Source: an optimization exercise on an open RTL-to-GDS flow (aim: small area, a short achievable clock period and few clock cycles). Production flows keep margins and buffers that such runs may drop. Only simulation tests tie the RTL to the original design; equivalence was not proved. Power and IR drop assume default switching activity.

## delta
// csr_nfa_top
module csr_nfa_top
(
	input logic clk,
	input logic reset,
	input csr_nfa_pkg::state_idx_t num_states,
	output logic char_ready,
	input logic char_valid,
	input csr_nfa_pkg::symbol_t char_a,
	input csr_nfa_pkg::symbol_t char_b,
	output logic rd_en,
	output csr_nfa_pkg::line_addr_t rd_addr,
	input csr_nfa_pkg::mem_line_t rd_data,
	output logic accept_a,
	output logic accept_b
);
	localparam int NS = 64;    
	localparam int NL = NS / 4 + 1;         
	localparam int PW = 18;                 
	function automatic logic [NL-1:0] low_oh(input logic [NL-1:0] v);
		logic seen;
		seen = 1'b0;
		for (int i = 0; i < NL; i++)
		begin
			low_oh[i] = v[i] && !seen;
			seen = seen || v[i];
		end
	endfunction
	function automatic logic [4:0] enc17(input logic [NL-1:0] oh);
		enc17 = '0;
		for (int i = 0; i < NL; i++)
			if (oh[i])
				enc17 = enc17 | 5'(i);
	endfunction
	function automatic logic [PW-1:0] add_base(input logic [PW-1:0] p, input logic [6:0] b);
		logic [7:0] lo;
		logic [PW-8:0] hi1;
		lo = {1'b0, p[6:0]} + {1'b0, b};
		hi1 = p[PW-1:7] + 1'b1;
		add_base = {lo[7] ? hi1 : p[PW-1:7], lo[6:0]};
	endfunction
	function automatic logic [NL-1:0] dec17(input logic [4:0] g);
		for (int i = 0; i < NL; i++)
			dec17[i] = (g == 5'(i));
	endfunction
	function automatic logic [NL-1:0] need_lines(input logic [NS-1:0] u);
		logic [NS+4:0] ext;
		ext = {4'b0, u, 1'b0};
		for (int g = 0; g < NL; g++)
			need_lines[g] = |ext[4*g +: 5];
	endfunction
	function automatic logic [3:0] line_flags(input logic [NS-1:0] u, input logic [NL-1:0] oh);
		logic [NS+3:0] ext;
		ext = {3'b0, u, 1'b0};
  ...
Settings: LEC_CHECK=0, ABC_AREA=0, CAP_MARGIN=35, CELL_PAD_IN_SITES_DETAIL_PLACEMENT=0, CELL_PAD_IN_SITES_GLOBAL_PLACEMENT=1, CORE_MARGIN=2, CORE_UTILIZATION=45, CTS_CLUSTER_DIAMETER=80, CTS_CLUSTER_SIZE=22, SETUP_SLACK_MARGIN=5, SLEW_MARGIN=35; clock period 10.0 ns.
standard.sh (not shown) runs the stock make flow with config.mk's settings and CLKGATE_MAP_FILE= SYNTH_SCRIPT=/design/flow/synth_recipe.tcl, a recipe that flattens the netlist after the stock synthesis.
==> flow/flow/run.sh <==
#!/bin/bash
# The standard layout, with repair_timing aiming at a larger setup margin
# and plain buffers (instead of the default delay-cell buffers) on the ports
set -euo pipefail
bash standard.sh SETUP_SLACK_MARGIN=6.6 "BUFFER_PORTS_ARGS=-buffer_cell sky130_fd_sc_hd__buf_4" finish > standard_run.log 2>&1
delta: PASS, flow complete, no timing, DRC or antenna violations
Testbench counts of delta, summed over its fixed seeds: cycles 100,107.
What gamma does differently from delta at the input level:
# delta
export LEC_CHECK = 0
export ABC_AREA = 0
export CAP_MARGIN = 35
export CELL_PAD_IN_SITES_DETAIL_PLACEMENT = 0
export CELL_PAD_IN_SITES_GLOBAL_PLACEMENT = 1
export CORE_MARGIN = 2
export CORE_UTILIZATION = 45
export CTS_CLUSTER_DIAMETER = 80
export CTS_CLUSTER_SIZE = 22
export SETUP_SLACK_MARGIN = 5
export SLEW_MARGIN = 35
create_clock -name core_clock -period 10.0 [get_ports {clk}]
# gamma
export LEC_CHECK = 0
export ABC_AREA = 0
export CAP_MARGIN = 35
export CELL_PAD_IN_SITES_DETAIL_PLACEMENT = 0
export CELL_PAD_IN_SITES_GLOBAL_PLACEMENT = 0
export CORE_MARGIN = 2
export CORE_UTILIZATION = 45
export CTS_CLUSTER_DIAMETER = 80
export CTS_CLUSTER_SIZE = 22
export SETUP_SLACK_MARGIN = 5
export SLEW_MARGIN = 35
create_clock -name core_clock -period 10.0 [get_ports {clk}]
==> flow/flow/run.sh <==
#!/bin/bash
# The standard layout, with repair_timing aiming at a larger setup margin
# and plain buffers (instead of the default delay-cell buffers) on the ports
set -euo pipefail
bash standard.sh SETUP_SLACK_MARGIN=6.6 "BUFFER_PORTS_ARGS=-buffer_cell sky130_fd_sc_hd__buf_2" finish > standard_run.log 2>&1
## What came out
Number of flip-flops and latches came out exactly the same in gamma and delta.
Critical path startpoint = lt[1][0]$_DFF_P_: gamma; critical path startpoint = lt[3][1]$_DFF_P_: delta
Compared with delta, gamma improves clock skew.
Diff delta -> gamma: critical path depth rose 1, total chip power fell 0.51%.
Of the two values seen for termination of the worst setup path, pend[3]$_SDFFE_PP0P_ was produced by delta and pend[4]$_SDFFE_PP0P_ by gamma.
Summary of the comparison: wire length after detailed routing is lower in gamma, relative to delta.
Relative to delta, via count normalized by instance count increased by 0.058 in gamma.

re-timing with driven ports:
The flow's constraints put no driver on any port. The routed layouts listed below were extracted and timed again, unchanged, in two steps. Step 1, drivers: a clkbuf_16 drives clk and a buf_2 each remaining input, both assumed. Step 2 also shifts input and output timing later by t, the mid clock arrival at the registers, as if the neighbouring blocks saw the same clock. Slacks: ideal / step 1 / step 2; pairs: ideal / step 1.
run	t, ns	slack for setup (ns)	hold slack, ns	worst register clock-pin slew, ns	pins driven straight from the clock port
delta	0.661	6.573 / 6.573 / 5.977	0.455 / 0.455 / 0.455	0.10 / 0.10	1
gamma	0.651	6.353 / 6.353 / 5.937	0.460 / 0.460 / 0.460	0.09 / 0.09	1
After both steps setup and hold are still met in every run listed. For delta, which loses most, drivers alone change the setup slack by 0.000 ns; drivers and shift together by -0.596 ns.
